Source: an optimization exercise on an open RTL-to-GDS flow (aim: a short achievable clock period and few clock cycles per item). Production flows keep margins and buffers that such runs may drop.
No run shown here included a check of the RTL's function; only the layout flow was run.
Power is estimated from default activity; no workload was simulated.

==> flow/design.v <==
`timescale 1ns/100ps
package dll_tx_pkg;
  typedef logic [31:0] dword_t;
  typedef logic [3:0]  keep_t;
  typedef logic [11:0] seq_num_t;
  typedef logic [7:0]  hdr_credit_t;
  typedef logic [11:0] data_credit_t;
  typedef logic [9:0]  tlp_len_t;
  typedef logic [31:0] crc_t;
  typedef enum logic [2:0] {
    CC_NONE,
    CC_P_HDR,
    CC_P_DATA,
    CC_NP_HDR,
    CC_NP_DATA,
    CC_CPL_HDR,
    CC_CPL_DATA
  } credit_class_e;
  localparam logic [7:0] TK_MRD    = 8'h00;
  localparam logic [7:0] TK_MWR    = 8'h40;
  localparam logic [7:0] TK_IORD   = 8'h02;
  localparam logic [7:0] TK_IOWR   = 8'h42;
  localparam logic [7:0] TK_CFGRD0 = 8'h04;
  localparam logic [7:0] TK_CFGWR0 = 8'h44;
  localparam logic [7:0] TK_MSG    = 8'h30;
  localparam logic [7:0] TK_MSGD   = 8'h70;
  localparam logic [7:0] TK_CPL    = 8'h0A;
  localparam logic [7:0] TK_CPLD   = 8'h4A;
  localparam int DW_PER_DATA_CREDIT = 4;
  localparam crc_t CRC_POLY = 32'hEDB88320;
endpackage
`timescale 1ns/100ps
module stream_skid_buffer
#(
  parameter int W = 33
) (
  input  logic         clk_i,
  input  logic         rst_i,
  input  logic [W-1:0] up_data,
  input  logic         up_valid,
  output logic         up_ready,
  output logic [W-1:0] dn_data,
  output logic         dn_valid,
  input  logic         dn_ready
);
  logic [W-1:0] main_data_q, skid_data_q;
  logic         main_valid_q, skid_valid_q;
  logic         ready_q;
  logic         up_fire;
  logic         dn_free;
  logic         skid_valid_d;
  assign up_fire = up_valid && ready_q;
  assign dn_free = !main_valid_q || dn_ready;
  assign skid_valid_d = dn_free ? 1'b0 : (skid_valid_q || up_fire);
  always_ff @(posedge clk_i) begin
    if (rst_i) begin
      main_valid_q <= 1'b0;
      skid_valid_q <= 1'b0;
      ready_q      <= 1'b0;
    end else begin
      if (dn_free) begin
        main_valid_q <= skid_valid_q || up_fire;
      end
      skid_valid_q <= skid_valid_d;
      ready_q      <= !skid_valid_d;
    end
  end
  always_ff @(posedge clk_i) begin
    if (dn_free) begin
      main_data_q <= skid_valid_q ? skid_data_q : up_data;
    end
    if (!skid_valid_q) begin
      skid_data_q <= up_data;
    end
  end
  assign up_ready = ready_q;
  assign dn_data  = main_data_q;
  assign dn_valid = main_valid_q;
endmodule
`timescale 1ns/100ps
module fc_credit_gate
(
  input  logic         clk_i,
  input  logic         rst_i,
  input  logic         update_fc_i,
  input  dll_tx_pkg::hdr_credit_t  fc_ph_i,
  input  dll_tx_pkg::hdr_credit_t  fc_nph_i,
  input  dll_tx_pkg::hdr_credit_t  fc_cplh_i,
  input  dll_tx_pkg::data_credit_t fc_pd_i,
  input  dll_tx_pkg::data_credit_t fc_npd_i,
  input  dll_tx_pkg::data_credit_t fc_cpld_i,
  input  dll_tx_pkg::dword_t       hdr_dw0_i,   
  input  logic         take_i,      
  output logic         room_o       
);
  dll_tx_pkg::hdr_credit_t  hlim_q [3];
  dll_tx_pkg::hdr_credit_t  hused_q[3];
  dll_tx_pkg::data_credit_t dlim_q [3];
  dll_tx_pkg::data_credit_t dused_q[3];
  dll_tx_pkg::data_credit_t dav_q  [3];
  logic                     room_q;
  logic [2:0]               hneed_q, dneed_q;    
  logic [7:0]               dreq_q;
  logic [7:0]               kind;
  logic [7:0]               len_credits;
  logic [2:0]               hneed, dneed;
  logic [7:0]               dreq;
  logic [5:0]               ok;
  assign kind        = hdr_dw0_i[7:0];
  assign len_credits = {hdr_dw0_i[17:16], hdr_dw0_i[31:26]};
  always_comb begin
    hneed = 3'b000;
    dneed = 3'b000;
    unique case (kind)
      dll_tx_pkg::TK_MRD, dll_tx_pkg::TK_IORD, dll_tx_pkg::TK_CFGRD0: hneed = 3'b010;
      dll_tx_pkg::TK_IOWR, dll_tx_pkg::TK_CFGWR0: begin hneed = 3'b010; dneed = 3'b010; end
      dll_tx_pkg::TK_MWR, dll_tx_pkg::TK_MSGD:    begin hneed = 3'b001; dneed = 3'b001; end
      dll_tx_pkg::TK_MSG:                         hneed = 3'b001;
      dll_tx_pkg::TK_CPL:                         hneed = 3'b100;
      dll_tx_pkg::TK_CPLD:                        begin hneed = 3'b100; dneed = 3'b100; end
      default: ;
    endcase
    dreq = (dneed[1] || len_credits == '0) ? 8'd1 : len_credits;
  end
  always_comb begin
    for (int c = 0; c < 3; c++) begin
      ok[c]     = !hneed_q[c] || (hlim_q[c] != hused_q[c]);
      ok[3 + c] = !dneed_q[c] || (dav_q[c][11:8] != '0) || (dav_q[c][7:0] >= dreq_q);
    end
  end
  always_ff @(posedge clk_i) begin
    hneed_q <= hneed;
    dneed_q <= dneed;
    dreq_q  <= dreq;
  end
  always_ff @(posedge clk_i) begin
    if (rst_i) begin
      for (int c = 0; c < 3; c++) begin
        hlim_q[c]  <= '0;
        hused_q[c] <= '0;
        dlim_q[c]  <= '0;
        dused_q[c] <= '0;
        dav_q[c]   <= '0;
      end
      room_q <= 1'b0;
    end else begin
      if (update_fc_i) begin
        hlim_q[0] <= fc_ph_i;
        hlim_q[1] <= fc_nph_i;
        hlim_q[2] <= fc_cplh_i;
        dlim_q[0] <= fc_pd_i;
        dlim_q[1] <= fc_npd_i;
        dlim_q[2] <= fc_cpld_i;
      end
      for (int c = 0; c < 3; c++) begin
        if (take_i && hneed_q[c]) hused_q[c] <= hused_q[c] + dll_tx_pkg::hdr_credit_t'(1);
        if (take_i && dneed_q[c]) dused_q[c] <= dused_q[c] + dll_tx_pkg::data_credit_t'(dreq_q);
        dav_q[c] <= dlim_q[c] - dused_q[c];
      end
      room_q <= &ok;
    end
  end
  assign room_o = room_q;
endmodule
`timescale 1ns/100ps
module lcrc_dword_term
(
  input  dll_tx_pkg::dword_t d_i,
  output dll_tx_pkg::crc_t   p_o,
  output dll_tx_pkg::crc_t   q_o
);
  assign p_o[0] = d_i[1] ^ d_i[4] ^ d_i[11] ^ d_i[12] ^ d_i[13] ^ d_i[15];
  assign p_o[1] = d_i[0] ^ d_i[2] ^ d_i[3] ^ d_i[4] ^ d_i[5] ^ d_i[9] ^ d_i[10] ^ d_i[11] ^ d_i[15];
  assign p_o[2] = d_i[2] ^ d_i[5] ^ d_i[8] ^ d_i[11] ^ d_i[12] ^ d_i[13];
  assign p_o[3] = d_i[4] ^ d_i[5] ^ d_i[7] ^ d_i[9] ^ d_i[11] ^ d_i[12] ^ d_i[14] ^ d_i[15];
  assign p_o[4] = d_i[0] ^ d_i[1] ^ d_i[3] ^ d_i[4] ^ d_i[6] ^ d_i[7] ^ d_i[11] ^ d_i[12] ^ d_i[14] ^ d_i[15];
  assign p_o[5] = d_i[0] ^ d_i[1] ^ d_i[3] ^ d_i[4] ^ d_i[5] ^ d_i[7] ^ d_i[9] ^ d_i[11];
  assign p_o[6] = d_i[0] ^ d_i[2] ^ d_i[3] ^ d_i[4] ^ d_i[5] ^ d_i[6] ^ d_i[7] ^ d_i[11] ^ d_i[12] ^ d_i[13];
  assign p_o[7] = d_i[1] ^ d_i[7] ^ d_i[8] ^ d_i[12] ^ d_i[13] ^ d_i[15];
  assign p_o[8] = d_i[1] ^ d_i[3] ^ d_i[4] ^ d_i[13] ^ d_i[14];
  assign p_o[9] = d_i[3] ^ d_i[5] ^ d_i[6] ^ d_i[7] ^ d_i[8] ^ d_i[9] ^ d_i[15];
  assign p_o[10] = d_i[0] ^ d_i[1] ^ d_i[3] ^ d_i[4] ^ d_i[12] ^ d_i[13] ^ d_i[14];
  assign p_o[11] = d_i[0] ^ d_i[9] ^ d_i[13];
  assign p_o[12] = d_i[0] ^ d_i[1] ^ d_i[3] ^ d_i[8] ^ d_i[13] ^ d_i[14] ^ d_i[15];
  assign p_o[13] = d_i[0] ^ d_i[2] ^ d_i[6] ^ d_i[8] ^ d_i[15];
  assign p_o[14] = d_i[1] ^ d_i[3] ^ d_i[6] ^ d_i[7] ^ d_i[9] ^ d_i[11] ^ d_i[15];
  assign p_o[15] = d_i[0] ^ d_i[1] ^ d_i[2] ^ d_i[3] ^ d_i[4] ^ d_i[5] ^ d_i[8] ^ d_i[13] ^ d_i[14] ^ d_i[15];
  assign p_o[16] = d_i[0] ^ d_i[1] ^ d_i[2] ^ d_i[3] ^ d_i[5] ^ d_i[6] ^ d_i[7] ^ d_i[11] ^ d_i[13] ^ d_i[14];
  assign p_o[17] = d_i[2] ^ d_i[8] ^ d_i[12] ^ d_i[13];
  assign p_o[18] = d_i[0] ^ d_i[3] ^ d_i[7] ^ d_i[9] ^ d_i[14];
  assign p_o[19] = d_i[1] ^ d_i[2] ^ d_i[3] ^ d_i[4] ^ d_i[6] ^ d_i[9] ^ d_i[12] ^ d_i[13] ^ d_i[14] ^ d_i[15];
  assign p_o[20] = d_i[3] ^ d_i[6] ^ d_i[7] ^ d_i[8] ^ d_i[9] ^ d_i[12] ^ d_i[13] ^ d_i[15];
  assign p_o[21] = d_i[0] ^ d_i[1] ^ d_i[3] ^ d_i[4] ^ d_i[12] ^ d_i[13] ^ d_i[15];
  assign p_o[22] = d_i[0] ^ d_i[1] ^ d_i[2] ^ d_i[4] ^ d_i[7] ^ d_i[8] ^ d_i[11] ^ d_i[13] ^ d_i[15];
  assign p_o[23] = d_i[2] ^ d_i[3] ^ d_i[4] ^ d_i[5] ^ d_i[7] ^ d_i[8] ^ d_i[9] ^ d_i[12] ^ d_i[14] ^ d_i[15];
  assign p_o[24] = d_i[1] ^ d_i[3] ^ d_i[4] ^ d_i[7] ^ d_i[13] ^ d_i[14] ^ d_i[15];
  assign p_o[25] = d_i[2] ^ d_i[3] ^ d_i[5] ^ d_i[8] ^ d_i[9] ^ d_i[11] ^ d_i[13];
  assign p_o[26] = d_i[0] ^ d_i[2] ^ d_i[3] ^ d_i[5] ^ d_i[7] ^ d_i[9] ^ d_i[11] ^ d_i[14] ^ d_i[15];
  assign p_o[27] = d_i[0] ^ d_i[1] ^ d_i[3] ^ d_i[5] ^ d_i[6] ^ d_i[11] ^ d_i[15];
  assign p_o[28] = d_i[2] ^ d_i[3] ^ d_i[4] ^ d_i[5] ^ d_i[7] ^ d_i[8] ^ d_i[13] ^ d_i[14] ^ d_i[15];
  assign p_o[29] = d_i[1] ^ d_i[3] ^ d_i[4] ^ d_i[5] ^ d_i[6] ^ d_i[7] ^ d_i[8] ^ d_i[11] ^ d_i[12] ^ d_i[13];
  assign p_o[30] = d_i[8] ^ d_i[12] ^ d_i[13] ^ d_i[14] ^ d_i[15];
  assign p_o[31] = d_i[1] ^ d_i[4] ^ d_i[5] ^ d_i[6] ^ d_i[8] ^ d_i[11] ^ d_i[12] ^ d_i[13];
  assign q_o[0] = d_i[24] ^ d_i[26] ^ d_i[28] ^ d_i[30];
  assign q_o[1] = d_i[16] ^ d_i[20] ^ d_i[21] ^ d_i[24] ^ d_i[26] ^ d_i[31];
  assign q_o[2] = d_i[18] ^ d_i[19] ^ d_i[20] ^ d_i[21] ^ d_i[22] ^ d_i[25] ^ d_i[27] ^ d_i[28] ^ d_i[29];
  assign q_o[3] = d_i[16] ^ d_i[17] ^ d_i[19] ^ d_i[21] ^ d_i[24] ^ d_i[25] ^ d_i[27] ^ d_i[30];
  assign q_o[4] = d_i[16] ^ d_i[18] ^ d_i[23] ^ d_i[24] ^ d_i[31];
  assign q_o[5] = d_i[17] ^ d_i[18] ^ d_i[19] ^ d_i[26] ^ d_i[30];
  assign q_o[6] = d_i[16] ^ d_i[18] ^ d_i[20] ^ d_i[23] ^ d_i[24] ^ d_i[25] ^ d_i[27] ^ d_i[30];
  assign q_o[7] = d_i[16] ^ d_i[18] ^ d_i[19] ^ d_i[20] ^ d_i[22] ^ d_i[23] ^ d_i[24] ^ d_i[27] ^ d_i[28] ^ d_i[29];
  assign q_o[8] = d_i[21] ^ d_i[22] ^ d_i[23] ^ d_i[26] ^ d_i[27] ^ d_i[28];
  assign q_o[9] = d_i[16] ^ d_i[17] ^ d_i[18] ^ d_i[23] ^ d_i[26] ^ d_i[27] ^ d_i[28] ^ d_i[29] ^ d_i[30] ^ d_i[31];
  assign q_o[10] = d_i[17] ^ d_i[19] ^ d_i[20] ^ d_i[25] ^ d_i[26] ^ d_i[27] ^ d_i[30];
  assign q_o[11] = d_i[17] ^ d_i[18] ^ d_i[21] ^ d_i[22] ^ d_i[25] ^ d_i[27] ^ d_i[31];
  assign q_o[12] = d_i[17] ^ d_i[19] ^ d_i[21] ^ d_i[23] ^ d_i[24] ^ d_i[25] ^ d_i[30];
  assign q_o[13] = d_i[16] ^ d_i[17] ^ d_i[19] ^ d_i[20] ^ d_i[22] ^ d_i[24] ^ d_i[29];
  assign q_o[14] = d_i[19] ^ d_i[20] ^ d_i[22] ^ d_i[23] ^ d_i[25] ^ d_i[26] ^ d_i[27] ^ d_i[28] ^ d_i[29] ^ d_i[30] ^ d_i[31];
  assign q_o[15] = d_i[16] ^ d_i[18] ^ d_i[19] ^ d_i[20] ^ d_i[21] ^ d_i[22] ^ d_i[23] ^ d_i[24] ^ d_i[28] ^ d_i[29] ^ d_i[30] ^ d_i[31];
  assign q_o[16] = d_i[16] ^ d_i[17] ^ d_i[18] ^ d_i[21] ^ d_i[22] ^ d_i[24] ^ d_i[27] ^ d_i[30];
  assign q_o[17] = d_i[27] ^ d_i[28] ^ d_i[29] ^ d_i[31];
  assign q_o[18] = d_i[16] ^ d_i[18] ^ d_i[19] ^ d_i[20] ^ d_i[21] ^ d_i[22] ^ d_i[24] ^ d_i[26] ^ d_i[28] ^ d_i[29] ^ d_i[30] ^ d_i[31];
  assign q_o[19] = d_i[16] ^ d_i[21] ^ d_i[23] ^ d_i[24] ^ d_i[27] ^ d_i[28] ^ d_i[30];
  assign q_o[20] = d_i[18] ^ d_i[20] ^ d_i[26] ^ d_i[29] ^ d_i[30] ^ d_i[31];
  assign q_o[21] = d_i[16] ^ d_i[18] ^ d_i[19] ^ d_i[20] ^ d_i[23] ^ d_i[25] ^ d_i[26] ^ d_i[27] ^ d_i[28] ^ d_i[30];
  assign q_o[22] = d_i[17] ^ d_i[18] ^ d_i[21] ^ d_i[27] ^ d_i[29] ^ d_i[31];
  assign q_o[23] = d_i[16] ^ d_i[18] ^ d_i[21] ^ d_i[22] ^ d_i[23] ^ d_i[24] ^ d_i[25] ^ d_i[27] ^ d_i[28] ^ d_i[29];
  assign q_o[24] = d_i[18] ^ d_i[20] ^ d_i[21] ^ d_i[22] ^ d_i[23] ^ d_i[24] ^ d_i[27] ^ d_i[28];
  assign q_o[25] = d_i[16] ^ d_i[18] ^ d_i[21] ^ d_i[22] ^ d_i[23] ^ d_i[24];
  assign q_o[26] = d_i[17] ^ d_i[18] ^ d_i[19] ^ d_i[21] ^ d_i[22] ^ d_i[25] ^ d_i[26] ^ d_i[27] ^ d_i[28] ^ d_i[29] ^ d_i[30] ^ d_i[31];
  assign q_o[27] = d_i[17] ^ d_i[21] ^ d_i[22] ^ d_i[23] ^ d_i[24] ^ d_i[26] ^ d_i[27] ^ d_i[28] ^ d_i[29] ^ d_i[31];
  assign q_o[28] = d_i[16] ^ d_i[17] ^ d_i[20] ^ d_i[21] ^ d_i[23] ^ d_i[24] ^ d_i[25] ^ d_i[26] ^ d_i[31];
  assign q_o[29] = d_i[16] ^ d_i[18] ^ d_i[19] ^ d_i[20] ^ d_i[23] ^ d_i[24] ^ d_i[26] ^ d_i[27] ^ d_i[31];
  assign q_o[30] = d_i[19] ^ d_i[20] ^ d_i[22] ^ d_i[25] ^ d_i[31];
  assign q_o[31] = d_i[17] ^ d_i[18] ^ d_i[19] ^ d_i[20] ^ d_i[21] ^ d_i[22] ^ d_i[25] ^ d_i[27] ^ d_i[29];
endmodule
module lcrc_seq_term
(
  input  dll_tx_pkg::seq_num_t seq_i,
  output dll_tx_pkg::crc_t     y0_o
);
  assign y0_o[0] = 1'b1 ^ seq_i[1] ^ seq_i[3] ^ seq_i[5] ^ seq_i[9] ^ seq_i[10] ^ seq_i[11];
  assign y0_o[1] = seq_i[0] ^ seq_i[1] ^ seq_i[2] ^ seq_i[3] ^ seq_i[4] ^ seq_i[5] ^ seq_i[6] ^ seq_i[9] ^ seq_i[10] ^ seq_i[11];
  assign y0_o[2] = 1'b1 ^ seq_i[0] ^ seq_i[1] ^ seq_i[2] ^ seq_i[3] ^ seq_i[5] ^ seq_i[7] ^ seq_i[8] ^ seq_i[9] ^ seq_i[10] ^ seq_i[11];
  assign y0_o[3] = 1'b1 ^ seq_i[1] ^ seq_i[3] ^ seq_i[4] ^ seq_i[5] ^ seq_i[10] ^ seq_i[11];
  assign y0_o[4] = 1'b1 ^ seq_i[0] ^ seq_i[5] ^ seq_i[6] ^ seq_i[8] ^ seq_i[10];
  assign y0_o[5] = seq_i[0] ^ seq_i[1] ^ seq_i[3] ^ seq_i[5] ^ seq_i[7] ^ seq_i[8] ^ seq_i[9] ^ seq_i[11];
  assign y0_o[6] = 1'b1 ^ seq_i[2] ^ seq_i[6] ^ seq_i[9] ^ seq_i[10] ^ seq_i[11];
  assign y0_o[7] = 1'b1 ^ seq_i[0] ^ seq_i[5] ^ seq_i[6] ^ seq_i[8] ^ seq_i[9] ^ seq_i[11];
  assign y0_o[8] = seq_i[0] ^ seq_i[1] ^ seq_i[4] ^ seq_i[8] ^ seq_i[9];
  assign y0_o[9] = 1'b1 ^ seq_i[2] ^ seq_i[3] ^ seq_i[4];
  assign y0_o[10] = seq_i[1] ^ seq_i[2] ^ seq_i[4] ^ seq_i[6] ^ seq_i[7] ^ seq_i[8] ^ seq_i[11];
  assign y0_o[11] = 1'b1 ^ seq_i[2] ^ seq_i[5] ^ seq_i[6] ^ seq_i[10];
  assign y0_o[12] = 1'b1 ^ seq_i[5] ^ seq_i[7] ^ seq_i[11];
  assign y0_o[13] = seq_i[0] ^ seq_i[1] ^ seq_i[6] ^ seq_i[9] ^ seq_i[11];
  assign y0_o[14] = seq_i[0] ^ seq_i[5] ^ seq_i[8] ^ seq_i[9] ^ seq_i[11];
  assign y0_o[15] = 1'b1 ^ seq_i[1] ^ seq_i[2] ^ seq_i[3] ^ seq_i[4] ^ seq_i[5] ^ seq_i[6] ^ seq_i[7] ^ seq_i[11];
  assign y0_o[16] = 1'b1 ^ seq_i[0] ^ seq_i[1] ^ seq_i[3] ^ seq_i[4] ^ seq_i[6] ^ seq_i[7] ^ seq_i[8] ^ seq_i[9];
  assign y0_o[17] = seq_i[0] ^ seq_i[3] ^ seq_i[6] ^ seq_i[8] ^ seq_i[9] ^ seq_i[10];
  assign y0_o[18] = 1'b1 ^ seq_i[3] ^ seq_i[4] ^ seq_i[5] ^ seq_i[7];
  assign y0_o[19] = seq_i[0] ^ seq_i[2] ^ seq_i[4] ^ seq_i[5] ^ seq_i[6] ^ seq_i[7] ^ seq_i[8] ^ seq_i[10] ^ seq_i[11];
  assign y0_o[20] = 1'b1 ^ seq_i[0] ^ seq_i[3] ^ seq_i[4] ^ seq_i[6] ^ seq_i[8];
  assign y0_o[21] = 1'b1 ^ seq_i[2] ^ seq_i[5] ^ seq_i[6] ^ seq_i[7] ^ seq_i[10];
  assign y0_o[22] = seq_i[2] ^ seq_i[4] ^ seq_i[5] ^ seq_i[6] ^ seq_i[8] ^ seq_i[9];
  assign y0_o[23] = 1'b1 ^ seq_i[1] ^ seq_i[7] ^ seq_i[11];
  assign y0_o[24] = 1'b1 ^ seq_i[0] ^ seq_i[1] ^ seq_i[3] ^ seq_i[4] ^ seq_i[5] ^ seq_i[8] ^ seq_i[10];
  assign y0_o[25] = 1'b1 ^ seq_i[0] ^ seq_i[3] ^ seq_i[4] ^ seq_i[10];
  assign y0_o[26] = seq_i[0] ^ seq_i[1] ^ seq_i[3] ^ seq_i[5] ^ seq_i[8] ^ seq_i[9] ^ seq_i[11];
  assign y0_o[27] = 1'b1 ^ seq_i[1] ^ seq_i[2] ^ seq_i[3] ^ seq_i[4] ^ seq_i[5] ^ seq_i[6] ^ seq_i[7] ^ seq_i[9] ^ seq_i[10] ^ seq_i[11];
  assign y0_o[28] = 1'b1 ^ seq_i[0] ^ seq_i[2] ^ seq_i[3] ^ seq_i[4] ^ seq_i[5] ^ seq_i[7] ^ seq_i[9];
  assign y0_o[29] = 1'b1 ^ seq_i[0] ^ seq_i[1] ^ seq_i[2] ^ seq_i[7] ^ seq_i[8] ^ seq_i[9];
  assign y0_o[30] = seq_i[0] ^ seq_i[2] ^ seq_i[3] ^ seq_i[7] ^ seq_i[8] ^ seq_i[10] ^ seq_i[11];
  assign y0_o[31] = 1'b1 ^ seq_i[1] ^ seq_i[7] ^ seq_i[11];
endmodule
module lcrc_step
(
  input  dll_tx_pkg::crc_t y_i,
  output dll_tx_pkg::crc_t cy_o
);
  assign cy_o[0] = y_i[31];
  assign cy_o[1] = y_i[0] ^ y_i[31];
  assign cy_o[2] = y_i[1] ^ y_i[31];
  assign cy_o[3] = y_i[2];
  assign cy_o[4] = y_i[3] ^ y_i[31];
  assign cy_o[5] = y_i[4] ^ y_i[31];
  assign cy_o[6] = y_i[5];
  assign cy_o[7] = y_i[6] ^ y_i[31];
  assign cy_o[8] = y_i[7] ^ y_i[31];
  assign cy_o[9] = y_i[8];
  assign cy_o[10] = y_i[9] ^ y_i[31];
  assign cy_o[11] = y_i[10] ^ y_i[31];
  assign cy_o[12] = y_i[11] ^ y_i[31];
  assign cy_o[13] = y_i[12];
  assign cy_o[14] = y_i[13];
  assign cy_o[15] = y_i[14];
  assign cy_o[16] = y_i[15] ^ y_i[31];
  assign cy_o[17] = y_i[16];
  assign cy_o[18] = y_i[17];
  assign cy_o[19] = y_i[18];
  assign cy_o[20] = y_i[19];
  assign cy_o[21] = y_i[20];
  assign cy_o[22] = y_i[21] ^ y_i[31];
  assign cy_o[23] = y_i[22] ^ y_i[31];
  assign cy_o[24] = y_i[23];
  assign cy_o[25] = y_i[24];
  assign cy_o[26] = y_i[25] ^ y_i[31];
  assign cy_o[27] = y_i[26];
  assign cy_o[28] = y_i[27];
  assign cy_o[29] = y_i[28];
  assign cy_o[30] = y_i[29];
  assign cy_o[31] = y_i[30];
endmodule
module lcrc_out
(
  input  dll_tx_pkg::crc_t y_i,
  output dll_tx_pkg::crc_t lcrc_o
);
  assign lcrc_o[0] = ~(y_i[2] ^ y_i[4] ^ y_i[6] ^ y_i[7] ^ y_i[10] ^ y_i[11] ^ y_i[12] ^ y_i[15] ^ y_i[16] ^ y_i[17] ^ y_i[20] ^ y_i[22] ^ y_i[24] ^ y_i[27] ^ y_i[28] ^ y_i[29] ^ y_i[30] ^ y_i[31]);
  assign lcrc_o[1] = ~(y_i[2] ^ y_i[3] ^ y_i[4] ^ y_i[5] ^ y_i[6] ^ y_i[9] ^ y_i[13] ^ y_i[17] ^ y_i[18] ^ y_i[19] ^ y_i[22] ^ y_i[23] ^ y_i[25] ^ y_i[28] ^ y_i[31]);
  assign lcrc_o[2] = ~(y_i[1] ^ y_i[7] ^ y_i[8] ^ y_i[10] ^ y_i[11] ^ y_i[12] ^ y_i[13] ^ y_i[15] ^ y_i[19] ^ y_i[20] ^ y_i[26] ^ y_i[29] ^ y_i[31]);
  assign lcrc_o[3] = ~(y_i[1] ^ y_i[11] ^ y_i[13] ^ y_i[21] ^ y_i[23] ^ y_i[25] ^ y_i[26] ^ y_i[27] ^ y_i[28] ^ y_i[30] ^ y_i[31]);
  assign lcrc_o[4] = ~(y_i[1] ^ y_i[2] ^ y_i[6] ^ y_i[12] ^ y_i[16] ^ y_i[19] ^ y_i[21] ^ y_i[22] ^ y_i[24] ^ y_i[28] ^ y_i[30]);
  assign lcrc_o[5] = ~(y_i[4] ^ y_i[5] ^ y_i[9] ^ y_i[10] ^ y_i[11] ^ y_i[16] ^ y_i[17] ^ y_i[18] ^ y_i[19] ^ y_i[21] ^ y_i[23] ^ y_i[24] ^ y_i[26] ^ y_i[27] ^ y_i[28] ^ y_i[30]);
  assign lcrc_o[6] = ~(y_i[1] ^ y_i[4] ^ y_i[5] ^ y_i[7] ^ y_i[8] ^ y_i[10] ^ y_i[12] ^ y_i[13] ^ y_i[14] ^ y_i[19] ^ y_i[21] ^ y_i[23] ^ y_i[24] ^ y_i[28] ^ y_i[29] ^ y_i[30] ^ y_i[31]);
  assign lcrc_o[7] = ~(y_i[1] ^ y_i[3] ^ y_i[5] ^ y_i[6] ^ y_i[9] ^ y_i[10] ^ y_i[11] ^ y_i[12] ^ y_i[13] ^ y_i[15] ^ y_i[17] ^ y_i[19] ^ y_i[21] ^ y_i[23] ^ y_i[24] ^ y_i[25] ^ y_i[27] ^ y_i[31]);
  assign lcrc_o[8] = ~(y_i[3] ^ y_i[4] ^ y_i[5] ^ y_i[6] ^ y_i[7] ^ y_i[8] ^ y_i[9] ^ y_i[11] ^ y_i[12] ^ y_i[15] ^ y_i[16] ^ y_i[17] ^ y_i[18] ^ y_i[20] ^ y_i[21] ^ y_i[22] ^ y_i[25] ^ y_i[26] ^ y_i[29] ^ y_i[30]);
  assign lcrc_o[9] = ~(y_i[3] ^ y_i[7] ^ y_i[8] ^ y_i[9] ^ y_i[12] ^ y_i[13] ^ y_i[17] ^ y_i[18] ^ y_i[19] ^ y_i[20] ^ y_i[21] ^ y_i[22] ^ y_i[23] ^ y_i[25] ^ y_i[26] ^ y_i[27] ^ y_i[29] ^ y_i[30]);
  assign lcrc_o[10] = ~(y_i[0] ^ y_i[2] ^ y_i[4] ^ y_i[5] ^ y_i[11] ^ y_i[14] ^ y_i[16] ^ y_i[18] ^ y_i[26] ^ y_i[27] ^ y_i[29] ^ y_i[30] ^ y_i[31]);
  assign lcrc_o[11] = ~(y_i[1] ^ y_i[5] ^ y_i[7] ^ y_i[10] ^ y_i[11] ^ y_i[12] ^ y_i[14] ^ y_i[16] ^ y_i[17] ^ y_i[20] ^ y_i[22] ^ y_i[25] ^ y_i[27] ^ y_i[28] ^ y_i[29] ^ y_i[30]);
  assign lcrc_o[12] = ~(y_i[3] ^ y_i[9] ^ y_i[11] ^ y_i[15] ^ y_i[17] ^ y_i[18] ^ y_i[19] ^ y_i[20] ^ y_i[21] ^ y_i[22] ^ y_i[26] ^ y_i[29] ^ y_i[30] ^ y_i[31]);
  assign lcrc_o[13] = ~(y_i[1] ^ y_i[2] ^ y_i[3] ^ y_i[4] ^ y_i[6] ^ y_i[7] ^ y_i[8] ^ y_i[10] ^ y_i[12] ^ y_i[16] ^ y_i[18] ^ y_i[22] ^ y_i[23] ^ y_i[27] ^ y_i[29] ^ y_i[31]);
  assign lcrc_o[14] = ~(y_i[3] ^ y_i[4] ^ y_i[7] ^ y_i[9] ^ y_i[11] ^ y_i[13] ^ y_i[14] ^ y_i[18] ^ y_i[20] ^ y_i[21] ^ y_i[22] ^ y_i[26] ^ y_i[28] ^ y_i[30]);
  assign lcrc_o[15] = ~(y_i[1] ^ y_i[6] ^ y_i[8] ^ y_i[11] ^ y_i[13] ^ y_i[14] ^ y_i[16] ^ y_i[17] ^ y_i[20] ^ y_i[22] ^ y_i[23] ^ y_i[29]);
  assign lcrc_o[16] = ~(y_i[1] ^ y_i[2] ^ y_i[3] ^ y_i[7] ^ y_i[8] ^ y_i[10] ^ y_i[12] ^ y_i[13] ^ y_i[15] ^ y_i[18] ^ y_i[19] ^ y_i[21] ^ y_i[22] ^ y_i[23] ^ y_i[24] ^ y_i[26] ^ y_i[27] ^ y_i[31]);
  assign lcrc_o[17] = ~(y_i[2] ^ y_i[8] ^ y_i[9] ^ y_i[11] ^ y_i[14] ^ y_i[21] ^ y_i[22] ^ y_i[23] ^ y_i[25] ^ y_i[26] ^ y_i[29] ^ y_i[31]);
  assign lcrc_o[18] = ~(y_i[2] ^ y_i[4] ^ y_i[6] ^ y_i[8] ^ y_i[10] ^ y_i[11] ^ y_i[12] ^ y_i[14] ^ y_i[16] ^ y_i[17] ^ y_i[18] ^ y_i[20] ^ y_i[21] ^ y_i[22] ^ y_i[23] ^ y_i[25] ^ y_i[26] ^ y_i[27] ^ y_i[29]);
  assign lcrc_o[19] = ~(y_i[1] ^ y_i[2] ^ y_i[3] ^ y_i[4] ^ y_i[5] ^ y_i[6] ^ y_i[8] ^ y_i[9] ^ y_i[11] ^ y_i[13] ^ y_i[14] ^ y_i[16] ^ y_i[19] ^ y_i[21] ^ y_i[24] ^ y_i[26] ^ y_i[28] ^ y_i[29] ^ y_i[30]);
  assign lcrc_o[20] = ~(y_i[3] ^ y_i[4] ^ y_i[6] ^ y_i[8] ^ y_i[9] ^ y_i[10] ^ y_i[11] ^ y_i[12] ^ y_i[13] ^ y_i[16] ^ y_i[17] ^ y_i[19] ^ y_i[20] ^ y_i[21] ^ y_i[24] ^ y_i[25] ^ y_i[27] ^ y_i[30] ^ y_i[31]);
  assign lcrc_o[21] = ~(y_i[4] ^ y_i[5] ^ y_i[11] ^ y_i[16] ^ y_i[21] ^ y_i[22] ^ y_i[24] ^ y_i[25] ^ y_i[26] ^ y_i[28] ^ y_i[29] ^ y_i[30] ^ y_i[31]);
  assign lcrc_o[22] = ~(y_i[2] ^ y_i[3] ^ y_i[4] ^ y_i[5] ^ y_i[6] ^ y_i[7] ^ y_i[10] ^ y_i[15] ^ y_i[21] ^ y_i[22] ^ y_i[24] ^ y_i[25] ^ y_i[26] ^ y_i[28] ^ y_i[30]);
  assign lcrc_o[23] = ~(y_i[3] ^ y_i[8] ^ y_i[9] ^ y_i[12] ^ y_i[16] ^ y_i[17] ^ y_i[19] ^ y_i[20] ^ y_i[21] ^ y_i[23] ^ y_i[24]);
  assign lcrc_o[24] = ~(y_i[1] ^ y_i[5] ^ y_i[7] ^ y_i[8] ^ y_i[10] ^ y_i[11] ^ y_i[16] ^ y_i[19] ^ y_i[21] ^ y_i[23] ^ y_i[25] ^ y_i[26] ^ y_i[27] ^ y_i[28] ^ y_i[29] ^ y_i[30] ^ y_i[31]);
  assign lcrc_o[25] = ~(y_i[1] ^ y_i[4] ^ y_i[8] ^ y_i[11] ^ y_i[12] ^ y_i[13] ^ y_i[15] ^ y_i[18] ^ y_i[19] ^ y_i[22] ^ y_i[23] ^ y_i[24] ^ y_i[25] ^ y_i[26] ^ y_i[27] ^ y_i[28] ^ y_i[29]);
  assign lcrc_o[26] = ~(y_i[1] ^ y_i[2] ^ y_i[11] ^ y_i[12] ^ y_i[13] ^ y_i[15] ^ y_i[18] ^ y_i[19] ^ y_i[20] ^ y_i[23] ^ y_i[28] ^ y_i[29]);
  assign lcrc_o[27] = ~(y_i[4] ^ y_i[5] ^ y_i[8] ^ y_i[9] ^ y_i[12] ^ y_i[13] ^ y_i[14] ^ y_i[15] ^ y_i[16] ^ y_i[17] ^ y_i[18] ^ y_i[21] ^ y_i[22]);
  assign lcrc_o[28] = ~(y_i[2] ^ y_i[3] ^ y_i[8] ^ y_i[12] ^ y_i[13] ^ y_i[15] ^ y_i[16] ^ y_i[17] ^ y_i[18] ^ y_i[20] ^ y_i[21] ^ y_i[22] ^ y_i[23] ^ y_i[28] ^ y_i[29] ^ y_i[30] ^ y_i[31]);
  assign lcrc_o[29] = ~(y_i[2] ^ y_i[3] ^ y_i[5] ^ y_i[7] ^ y_i[8] ^ y_i[10] ^ y_i[12] ^ y_i[15] ^ y_i[20] ^ y_i[23] ^ y_i[25] ^ y_i[26] ^ y_i[28] ^ y_i[30] ^ y_i[31]);
  assign lcrc_o[30] = ~(y_i[2] ^ y_i[5] ^ y_i[7] ^ y_i[10] ^ y_i[11] ^ y_i[12] ^ y_i[15] ^ y_i[17] ^ y_i[18] ^ y_i[19] ^ y_i[20] ^ y_i[22] ^ y_i[24] ^ y_i[25] ^ y_i[27] ^ y_i[29] ^ y_i[30]);
  assign lcrc_o[31] = ~(y_i[2] ^ y_i[3] ^ y_i[4] ^ y_i[5] ^ y_i[9] ^ y_i[10] ^ y_i[11] ^ y_i[13] ^ y_i[14] ^ y_i[16] ^ y_i[18] ^ y_i[20] ^ y_i[22] ^ y_i[23] ^ y_i[27] ^ y_i[29] ^ y_i[31]);
endmodule
`timescale 1ns/100ps
module tlp_framer
#(
  parameter dll_tx_pkg::seq_num_t SEQ_INIT = '0
) (
  input  logic      clk_i,
  input  logic      rst_i,
  input  dll_tx_pkg::dword_t    in_data,
  input  logic      in_valid,
  input  logic      in_last,
  output logic      in_ready,
  output dll_tx_pkg::dword_t    out_data,
  output logic      out_valid,
  output logic      out_last,
  input  logic      out_ready,
  output dll_tx_pkg::dword_t    hdr_dw0_o,
  output logic      take_o,
  input  logic      room_i
);
  logic               adv, consume, take, emit, hdr_go;
  logic               st_lo_q, st_hi_q;      
  logic               first_q;               
  logic               fresh_q, fresh2_q;     
  dll_tx_pkg::seq_num_t seq_q;
  logic [15:0]        carry_q;
  dll_tx_pkg::dword_t word;
  dll_tx_pkg::dword_t p1_data_q, p2_data_q;
  logic               p1_valid_q, p1_lo_q, p1_hi_q;
  logic               p2_valid_q, p2_lo_q, p2_hi_q;
  dll_tx_pkg::crc_t   p_d, q_d, p_q, q_q;
  logic               pq_valid_q, pq_first_q;
  dll_tx_pkg::crc_t   y_q, cy, y0_d, y0_q, lcrc_d, lcrc_q;
  assign adv      = out_ready;
  assign hdr_go   = room_i && !fresh_q && !fresh2_q;
  assign consume  = adv && !st_lo_q && !st_hi_q && in_valid && (!first_q || hdr_go);
  assign take     = consume && first_q;
  assign emit     = consume || st_lo_q || st_hi_q;
  assign in_ready = consume;
  assign take_o   = take;
  always_comb begin
    if (st_lo_q) begin
      word = {16'h0, carry_q};
    end else if (st_hi_q) begin
      word = '0;
    end else if (first_q) begin
      word = {in_data[15:0], seq_q[7:0], 4'h0, seq_q[11:8]};
    end else begin
      word = {in_data[15:0], carry_q};
    end
  end
  always_ff @(posedge clk_i) begin
    if (rst_i) begin
      st_lo_q    <= 1'b0;
      st_hi_q    <= 1'b0;
      first_q    <= 1'b1;
      fresh_q    <= 1'b1;
      fresh2_q   <= 1'b1;
      seq_q      <= SEQ_INIT;
      p1_valid_q <= 1'b0;
      p2_valid_q <= 1'b0;
      pq_valid_q <= 1'b0;
    end else begin
      fresh_q  <= consume || !in_valid;
      fresh2_q <= fresh_q;
      if (consume) begin
        first_q <= in_last;
      end
      if (adv) begin
        st_lo_q    <= consume && in_last;
        st_hi_q    <= st_lo_q;
        p1_valid_q <= emit;
        p2_valid_q <= p1_valid_q;
        pq_valid_q <= consume;
        if (pq_valid_q && pq_first_q) begin
          seq_q <= seq_q + dll_tx_pkg::seq_num_t'(1);
        end
      end
    end
  end
  lcrc_dword_term lcrc_dword_term_i (
    .d_i (in_data),
    .p_o (p_d),
    .q_o (q_d)
  );
  lcrc_seq_term lcrc_seq_term_i (
    .seq_i (seq_q),
    .y0_o  (y0_d)
  );
  lcrc_step lcrc_step_i (
    .y_i  (y_q),
    .cy_o (cy)
  );
  lcrc_out lcrc_out_i (
    .y_i    (y_q),
    .lcrc_o (lcrc_d)
  );
  always_ff @(posedge clk_i) begin
    y0_q <= y0_d;
    if (consume) begin
      carry_q <= in_data[31:16];
    end
    if (adv) begin
      p1_data_q  <= word;
      p1_lo_q    <= st_lo_q;
      p1_hi_q    <= st_hi_q;
      p2_data_q  <= p1_data_q;
      p2_lo_q    <= p1_lo_q;
      p2_hi_q    <= p1_hi_q;
      p_q        <= p_d;
      q_q        <= q_d;
      pq_first_q <= first_q;
      lcrc_q     <= lcrc_d;
      if (pq_valid_q) begin
        y_q <= (pq_first_q ? y0_q : cy) ^ p_q ^ q_q;
      end
    end
  end
  assign out_valid = p2_valid_q;
  assign out_last  = p2_hi_q;
  assign out_data  = p2_lo_q ? {lcrc_q[15:0], p2_data_q[15:0]} :
                     p2_hi_q ? {16'h0, lcrc_q[31:16]} : p2_data_q;
  assign hdr_dw0_o = in_data;
endmodule
`timescale 1ns/100ps
module dll_tx_top
#(
  parameter dll_tx_pkg::seq_num_t SEQ_INIT = '0
) (
  input  logic         clk_i,
  input  logic         rst_i,
  input  dll_tx_pkg::dword_t       s_tdata_i,
  input  logic         s_tvalid_i,
  input  logic         s_tlast_i,
  output logic         s_tready_o,
  output dll_tx_pkg::dword_t       m_tdata_o,
  output dll_tx_pkg::keep_t        m_tkeep_o,
  output logic         m_tvalid_o,
  output logic         m_tlast_o,
  input  logic         m_tready_i,
  output dll_tx_pkg::seq_num_t     seq_num_o,
  input  logic         update_fc_i,
  input  dll_tx_pkg::hdr_credit_t  fc_ph_i,
  input  dll_tx_pkg::hdr_credit_t  fc_nph_i,
  input  dll_tx_pkg::hdr_credit_t  fc_cplh_i,
  input  dll_tx_pkg::data_credit_t fc_pd_i,
  input  dll_tx_pkg::data_credit_t fc_npd_i,
  input  dll_tx_pkg::data_credit_t fc_cpld_i
);
  dll_tx_pkg::dword_t in_data,  out_data;
  logic   in_valid, out_valid;
  logic   in_last,  out_last;
  logic   in_ready, out_ready;
  logic   m_khi;
  dll_tx_pkg::dword_t hdr_dw0;
  logic   take, room;
  dll_tx_pkg::seq_num_t oseq_q;
  stream_skid_buffer #(.W(33)) in_buf_i (
    .clk_i    (clk_i),
    .rst_i    (rst_i),
    .up_data  ({s_tlast_i, s_tdata_i}),
    .up_valid (s_tvalid_i),
    .up_ready (s_tready_o),
    .dn_data  ({in_last, in_data}),
    .dn_valid (in_valid),
    .dn_ready (in_ready)
  );
  tlp_framer #(.SEQ_INIT(SEQ_INIT)) tlp_framer_i (
    .clk_i     (clk_i),
    .rst_i     (rst_i),
    .in_data   (in_data),
    .in_valid  (in_valid),
    .in_last   (in_last),
    .in_ready  (in_ready),
    .out_data  (out_data),
    .out_valid (out_valid),
    .out_last  (out_last),
    .out_ready (out_ready),
    .hdr_dw0_o (hdr_dw0),
    .take_o    (take),
    .room_i    (room)
  );
  fc_credit_gate fc_credit_gate_i (
    .clk_i       (clk_i),
    .rst_i       (rst_i),
    .update_fc_i (update_fc_i),
    .fc_ph_i     (fc_ph_i),
    .fc_nph_i    (fc_nph_i),
    .fc_cplh_i   (fc_cplh_i),
    .fc_pd_i     (fc_pd_i),
    .fc_npd_i    (fc_npd_i),
    .fc_cpld_i   (fc_cpld_i),
    .hdr_dw0_i   (hdr_dw0),
    .take_i      (take),
    .room_o      (room)
  );
  stream_skid_buffer #(.W(34)) out_buf_i (
    .clk_i    (clk_i),
    .rst_i    (rst_i),
    .up_data  ({!out_last, out_last, out_data}),
    .up_valid (out_valid),
    .up_ready (out_ready),
    .dn_data  ({m_khi, m_tlast_o, m_tdata_o}),
    .dn_valid (m_tvalid_o),
    .dn_ready (m_tready_i)
  );
  assign m_tkeep_o = {m_khi, m_khi, 2'b11};
  always_ff @(posedge clk_i) begin
    if (rst_i) begin
      oseq_q <= SEQ_INIT;
    end else if (out_valid && out_ready && out_last) begin
      oseq_q <= oseq_q + dll_tx_pkg::seq_num_t'(1);
    end
  end
  assign seq_num_o = oseq_q;
endmodule
==> flow/run.sh <==
#!/bin/bash
# synth_recipe.tcl (not shown) runs the flow's synth.tcl, then flattens the netlist and writes it again
# the make line also repeats each setting of config.mk as NAME=value (left out here)
make -C /OpenROAD-flow-scripts/flow DESIGN_CONFIG=/design/flow/config.mk WORK_HOME=/design/flow/orfs CLKGATE_MAP_FILE= SYNTH_SCRIPT=/design/flow/synth_recipe.tcl finish
==> flow/config.mk <==
export PLATFORM = sky130hd
export DESIGN_NAME = dll_tx_top
export DESIGN_NICKNAME = dll_tx_top
export VERILOG_FILES = /design/flow/design.v
export SDC_FILE = /design/flow/constraint.sdc
export NUM_CORES = 4
export LEC_CHECK = 0
export CAP_MARGIN = 20
export CORE_MARGIN = 2
export CORE_UTILIZATION = 40
export PLACE_DENSITY = 0.6
export SETUP_SLACK_MARGIN = 3.5
export SLEW_MARGIN = 20
==> flow/constraint.sdc <==
create_clock -name core_clock -period 5.5 [get_ports {clk_i}]
set_input_delay 1.1000 -clock core_clock [delete_from_list [all_inputs] [get_ports {clk_i}]]
set_output_delay 1.1000 -clock core_clock [all_outputs]
set_load 0.01 [all_outputs]
==> flow_summary.json, run 1 <==
{
  "status": "finished clean",
  "wl_met3_um": 3370,
  "grt_max_degree": 92,
  "synth_top_area_share_pct": 29.19,
  "ys_ff_latch": 587,
  "met1Wirelength_um": 32570,
  "ys_seq_area_share_pct": 50.53,
  "core.rowCount": 98,
  "clock_skew_ns": 0.01851,
  "crit_type": "reg2out",
  "fp.dieArea_um2": 74160,
  "grt_setup_unrepaired": "yes",
  "grt_pass1_wl_um": 108900,
  "synth.cell_area_um2": 28800,
  "routed_via_density": 4.936,
  "crit_chain": "buf_2",
  "fin_crit_ns": 2.245,
  "finalMaxSlewViolations": 0,
  "cts_root_buf": "clkbuf_16",
  "mostFrequentLayoutCell": "xnor2_1",
  "dieWidth_um": 272.3,
  "synth-async-reset-ratio_pct": 0,
  "avgSynthCellArea_um2": 11.29,
  "final_nets": 3011,
  "finalSetupViolations": 0,
  "cp-start-kind": "register",
  "tightest_slew_ns": 1.001,
  "power_leakage_nw": 13.59,
  "timing.final.ws_setup_ns": 3.255,
  "netlist_instances": 2550,
  "finalSetupTns_ns": 0,
  "clk_pin_slew_ns": 0.06,
  "p_total_mw": 11.73,
  "most-common-layout-cells": "416 x xnor2_1, 280 x edfxtp_1, 263 x dfxtp_1, 173 x nor2_1, 169 x xor2_1",
  "cts_tree": "built",
  "critPathMaxFanout": 1,
  "core_area_um2": 71360,
  "grt_use_total_pct": 18.90,
  "numCtsBuffers": 61,
  "firstDrtPassIters": 5,
  "initial_utilization_pct": 40.36,
  "vias": 18800,
  "hold_viol_final": 0,
  "wl_met2_um": 33110,
  "cpPeakStageDelay_ns": 0.37,
  "maxCapViolCount": 0,
  "synth_edf_count": 280,
  "worstPathArrival_ns": 1.15,
  "synthDistinctLibCells": 69,
  "max_clock_freq_mhz": 445.4,
  "crit_slowest_cell": "edfxtp_1",
  "dp_hpwl_um": 49740,
  "post-route-period-util_pct": 40.83,
  "drcViolationCount": 0,
  "htreeDepth": 2,
  "clk_latency_ns": 0.62,
  "drive_gt1_share_pct": 22.39,
  "overflow": 0,
  "end_kind": "output pin",
  "slew_headroom_pct": 33.25,
  "drtIter0Drc": 1144,
  "numPortBuffers": 146,
  "yosys_warnings": 10,
  "top_layer_used": "met5",
  "wl_um": 71510,
  "wire_per_inst_um": 18.78,
  "antenna_found_initial": 1,
  "peakVddDrop_v": 0.0002503,
  "yosys.area.top_type": "edfxtp_1",
  "pre_cts_ws_ns": 2.137,
  "synthTopCellsByArea": "edfxtp_1 29%, dfxtp_1 21%, xnor2_1 14%, xor2_1 5.8%, ha_1 4.2%",
  "diodes": 0,
  "required_ns": 4.40,
  "syn2layout_area_growth_pct": 24.62,
  "place_congestion": 0.9411,
  "hp-class": "reg2reg",
  "die_h_um": 272.3,
  "p_per_area_nw_per_um2": 326.8,
  "grt_pass1_vias": 18870,
  "crit_family": "flip-flops",
  "pin_count": 149,
  "clock-sinks": 587,
  "synth_ff_type": "dfxtp_1",
  "clock_path_buffers": 3,
  "crit_buf_inv": 1,
  "ant_nets": 0
}
[where the power goes]
part	total, mW	internal [mW]	switching, mW
sequential	5.39	5.12	0.273
combinational	2.00	0.978	1.03
clock	4.34	2.61	1.72
[area by class of cell]
class | count | area (um^2)
clock inverter | 30 | 382.9
multi-input combinational | 1750 | 14720
inverter | 71 | 280.3
clock buffer | 81 | 1725
timing repair buffer | 339 | 2949
tap | 950 | 1189
fill | 6282 | 35470
sequential | 587 | 14640
[path summary, 6_finish.rpt]
kind                                                 start                                           to  slack, ns  depth (start not counted)
setup / recovery       out_buf_i.main_data_q[24]$_DFFE_PP_                                m_tdata_o[24]       3.25                          1
setup reg to reg     fc_credit_gate_i.dreq_q[0]$_SDFF_PP1_  fc_credit_gate_i.dused_q[0][8]$_SDFFE_PP0P_       3.29                         10
hold / removal    tlp_framer_i.p1_data_q[26]$_SDFFCE_PP0P_         tlp_framer_i.p2_data_q[26]$_DFFE_PP_       0.41                          0
hold reg to reg   tlp_framer_i.p1_data_q[26]$_SDFFCE_PP0P_         tlp_framer_i.p2_data_q[26]$_DFFE_PP_       0.41                          0
[repair_timing]
action	in CTS	in global routing
endpoints found under the setup margin	357	223
hold buffers	0	0
resized for setup	411	121
setup buffers	132	51
pin swaps	52	69
[per-stage QoR]
step	std cells	area, um^2	hold WS, ns	util [%]
floorplan	2551	29060	0.4003	-
global placement	3514	31010	0.4040	43.46
detailed placement	3514	31010	0.4045	43.46
CTS	3757	34800	0.4081	48.76
global route	3808	35890	0.4241	50.29
finish	3808	35890	0.4087	50.29
[flip-flops by register name, indices dropped and copies added, names as in the netlist, 31 cells and up]
register,flops
fc_credit_gate_i.dav_q,36
fc_credit_gate_i.dlim_q,36
fc_credit_gate_i.dused_q,36
in_buf_i.main_data_q,33
in_buf_i.skid_data_q,33
out_buf_i.main_data_q,34
out_buf_i.skid_data_q,34
tlp_framer_i.lcrc_q,32
tlp_framer_i.p1_data_q,32
tlp_framer_i.p2_data_q,32
tlp_framer_i.p_q,32
tlp_framer_i.q_q,32
tlp_framer_i.y0_q,31
tlp_framer_i.y_q,32
[logic make-up (layout without fill, tap and decap cells)]
kind of cell	after synthesis	count (layout)	share of synthesized area, %
XOR/XNOR	671	671	21.10
flip-flops	587	587	50.53
AND/OR/NAND/NOR	535	535	9.002
AO/OA/AOI/OAI	298	298	6.391
buffers and inverters	214	521	3.280
multiplexers	141	141	5.053
adder cells (fa/ha/maj)	103	103	4.631
other	1	2	0.01302
[per-layer routing]
layer	track usage (%)	up-vias
li1	-	9211
met1	25.77	9060
met2	30.51	396
met3	2.997	126
met4	6.550	2
met5	0	-
[cells in the mapped netlist (4+ instances only)]
| cell type | number |
|---|---|
| edfxtp_1 | 280 |
| o21ai_0 | 99 |
| xnor2_1 | 459 |
| dfxtp_1 | 307 |
| nor3_1 | 43 |
| nand2b_1 | 13 |
| ha_1 | 97 |
| a211oi_1 | 15 |
| nor2b_1 | 30 |
| nor4b_1 | 7 |
| xnor2_2 | 13 |
| nor2_1 | 177 |
| inv_1 | 70 |
| mux2i_1 | 106 |
| buf_2 | 52 |
| o211ai_1 | 5 |
| and2_1 | 24 |
| nand3b_1 | 7 |
| nand3_1 | 23 |
| nand2_1 | 122 |
| a21boi_0 | 4 |
| buf_4 | 14 |
| clkbuf_1 | 64 |
| xor2_1 | 190 |
| o31a_1 | 7 |
| xor2_2 | 6 |
| mux2_2 | 35 |
| buf_1 | 9 |
| a21o_1 | 8 |
| a21oi_1 | 71 |
| and3_1 | 13 |
| a22oi_1 | 27 |
| o21a_1 | 29 |
| fa_1 | 6 |
| nor4_1 | 16 |
| a31oi_1 | 5 |
| nand4_1 | 27 |
| or3_1 | 15 |
==> inputs of run 2 (changes only) <==
--- a/flow/config.mk
+++ b/flow/config.mk
@@ -8,6 +8,8 @@
 export CAP_MARGIN = 20
 export CORE_MARGIN = 2
 export CORE_UTILIZATION = 40
+export CTS_CLUSTER_DIAMETER = 60
+export CTS_CLUSTER_SIZE = 40
 export PLACE_DENSITY = 0.6
 export SETUP_SLACK_MARGIN = 3.5
 export SLEW_MARGIN = 20
==> flow_summary.json, run 2 <==
{
  "status": "finished clean",
  "place_congestion": 0.9411,
  "sw_frac_of_total_pct": 28.78,
  "overflow": 0,
  "finalSetupViolations": 0,
  "maxCapViolCount": 0,
  "crit_cells": 1,
  "dieWidth_um": 272.3,
  "grt_pass1_vias": 18700,
  "hold_path_depth": 0,
  "finalSetupTns_ns": 0,
  "crit_family": "flip-flops",
  "end_kind": "output pin",
  "power_leakage_nw": 13.33,
  "ys_seq_area_share_pct": 50.53,
  "synth-async-reset-ratio_pct": 0,
  "clock_path_buffers": 3,
  "power_frac_seq_pct": 49.3,
  "core.rowCount": 98,
  "netlist_instances": 2550,
  "largestRegisters": "fc_credit_gate_i.dav_q (36), fc_credit_gate_i.dlim_q (36), fc_credit_gate_i.dused_q (36)",
  "clk_latency_ns": 0.61,
  "cts_tree": "built",
  "finalMaxSlewViolations": 0,
  "ant_nets": 0,
  "critPathMaxFanout": 1,
  "grt_pass1_wl_um": 108000,
  "max_clock_freq_mhz": 444.4,
  "cp-start-kind": "register",
  "worstPathArrival_ns": 1.15,
  "grt_max_degree": 92,
  "slew_headroom_pct": 33.18,
  "hp-class": "reg2reg",
  "tightest_slew_ns": 1.002,
  "core_area_um2": 71360,
  "cts_root_buf": "clkbuf_16",
  "mostFrequentLayoutCell": "xnor2_1",
  "cpPeakStageDelay_ns": 0.39,
  "synth_commonest_cells": "459 x xnor2_1, 307 x dfxtp_1, 280 x edfxtp_1",
  "fin_crit_ns": 2.250,
  "crit_buf_inv": 1,
  "post-route-period-util_pct": 40.92,
  "drtIter0Drc": 1239,
  "dp_hpwl_um": 49740,
  "final_nets": 3000,
  "most-common-layout-cells": "416 x xnor2_1, 280 x edfxtp_1, 264 x dfxtp_1, 173 x nor2_1, 173 x xor2_1",
  "numPortBuffers": 146,
  "power_switching_mw": 3.137,
  "routed_via_density": 4.927,
  "yosys.area.top_type": "edfxtp_1",
  "crit_slowest_cell": "edfxtp_1",
  "drive_gt1_share_pct": 21.77,
  "synthTopCellsByArea": "edfxtp_1 29%, dfxtp_1 21%, xnor2_1 14%, xor2_1 5.8%, ha_1 4.2%",
  "firstDrtPassIters": 5,
  "synth_ff_type": "dfxtp_1",
  "peakVddDrop_v": 0.0001794,
  "antenna_found_initial": 2,
  "p_per_area_nw_per_um2": 308.3,
  "clock_skew_ns": 0.03905,
  "clk_pin_slew_ns": 0.10,
  "grt_setup_unrepaired": "yes",
  "crit_chain": "buf_2",
  "power_frac_comb_pct": 18.5,
  "regArea_um2": 14640,
  "synth.cell_area_um2": 28800,
  "finish.instance_area_um2": 35350,
  "htreeDepth": 2,
  "synth_edf_count": 280,
  "numCtsBuffers": 43,
  "p_total_mw": 10.90,
  "crit_type": "reg2out",
  "yosysMostFrequentCell": "xnor2_1",
  "internal_power_mw": 7.763,
  "synthDistinctLibCells": 69,
  "wl_um": 71010,
  "avgSynthCellArea_um2": 11.29,
  "clkPwrFrac_pct": 32.3,
  "hold_viol_final": 0,
  "die_h_um": 272.3,
  "clock-sinks": 587,
  "fp.dieArea_um2": 74160,
  "yosys_warnings": 10,
  "cts-hold-fix-buffers": 0,
  "pin_count": 149,
  "multi_input_area_um2": 14660,
  "diodes": 0,
  "wire_per_inst_um": 18.77,
  "ys_ff_latch": 587,
  "holdWs_ns": 0.4032,
  "vias": 18640,
  "initial_utilization_pct": 40.36,
  "ff2ff_path_depth": 10,
  "fill_cells": 6349,
  "drcViolationCount": 0,
  "synth_top_area_share_pct": 29.19,
  "required_ns": 4.40,
  "placed_area_um2": 31010,
  "syn2layout_area_growth_pct": 22.75,
  "grt_use_total_pct": 18.71
}
==> run 2: area by class of cell <==
cell class	instances	share of cell area (%)
Inverter	71	0.7928
Sequential cell	587	41.42
Multi-Input combinational cell	1750	41.47
Clock buffer	47	3.146
Clock inverter	33	1.352
Tap cell	950	3.362
Timing Repair Buffer	346	8.459
==> run 2: path summary, 6_finish.rpt <==
check	endpoint	from	slack (ns)
max	m_tdata_o[24]	out_buf_i.main_data_q[24]$_DFFE_PP_	3.25
min	tlp_framer_i.p2_data_q[26]$_DFFE_PP_	tlp_framer_i.p1_data_q[26]$_SDFFCE_PP0P_	0.40
max reg2reg	fc_credit_gate_i.dused_q[2][10]$_SDFFE_PP0P_	fc_credit_gate_i.dreq_q[0]$_SDFF_PP1_	3.32
min reg2reg	tlp_framer_i.p2_data_q[26]$_DFFE_PP_	tlp_framer_i.p1_data_q[26]$_SDFFCE_PP0P_	0.40
==> run 2: timing repair <==
action / 4_1_cts / 5_1_grt
pin swaps: 44 / 66
hold endpoints to repair: 0 / 0
setup endpoints to repair: 364 / 246
resized for setup: 406 / 105
buffers inserted: 121 / 69
==> run 2: cell families (layout without fill, tap and decap cells) <==
| logic type | count (synthesis) | in the layout | synth area share (%) |
|---|---|---|---|
| AOI/OAI and AO/OA | 298 | 298 | 6.391 |
| xor gates and xnor gates | 671 | 671 | 21.10 |
| adders and majority gates | 103 | 103 | 4.631 |
| buffers and inverters | 214 | 497 | 3.280 |
| DFF | 587 | 587 | 50.53 |
| muxes | 141 | 141 | 5.053 |
| other | 1 | 2 | 0.01302 |
| and+or+nand+nor | 535 | 535 | 9.002 |
==> run 2: metrics by stage <==
step	std cells	util [%]	worst slack [ns]
finish	3784	49.54	3.250
CTS	3715	47.89	3.221
global placement	3514	43.46	2.225
global route	3784	49.54	3.187
floorplan	2551	-	2.649
detailed placement	3514	43.46	2.137
==> run 2: routing by layer <==
layer  part of all wire, %  wire length [um]  track usage (%)  vias up
met5                 0.038                27                0        -
met4                   3.5              2516            6.897        4
met3                   4.0              2806            2.848      113
met2                    46             32790            29.98      346
met1                    46             32870            25.61     8993
li1                      -                 -                -     9188
==> run 2: power groups by stage <==
stage          combinational (mW)  clock, mW  sequential, mW
3_5_place_dp                 1.82          0            5.50
3_3_place_gp                 1.78          0            5.50
2_1_floorplan                1.39          0            5.36
6_report                     2.01       3.52            5.37
4_1_cts                      1.92       3.62            5.39
5_1_grt                      2.19       3.78            5.41

==> separate check: timing with driven ports <==
In the flow no input, the clock included, has a driving cell. The finished layouts below were timed again as built, in two steps. Step 1 assumes that a clkbuf_16 drives the clock port and a buf_2 every other input. Step 2 also shifts input and output timing later by t, the mid clock arrival at the registers, as if the neighbouring blocks saw the same clock. Three values: ideal, step 1, step 2; two values: the first two.
| run | t, ns | slack for setup (ns) | worst hold slack (ns) | clock arrival spread, ns |
|---|---|---|---|---|
| run 1 | 0.675 | 3.255 / 3.197 / 2.912 | 0.409 / 0.409 / 0.409 | 0.023 / 0.022 |
| run 2 | 0.659 | 3.250 / 3.186 / 2.912 | 0.403 / 0.403 / 0.403 | 0.041 / 0.041 |
After both steps every run listed still meets setup and hold. The setup slack of run 1, which loses most, moves by -0.058 ns with the drivers and by -0.343 ns with both steps.
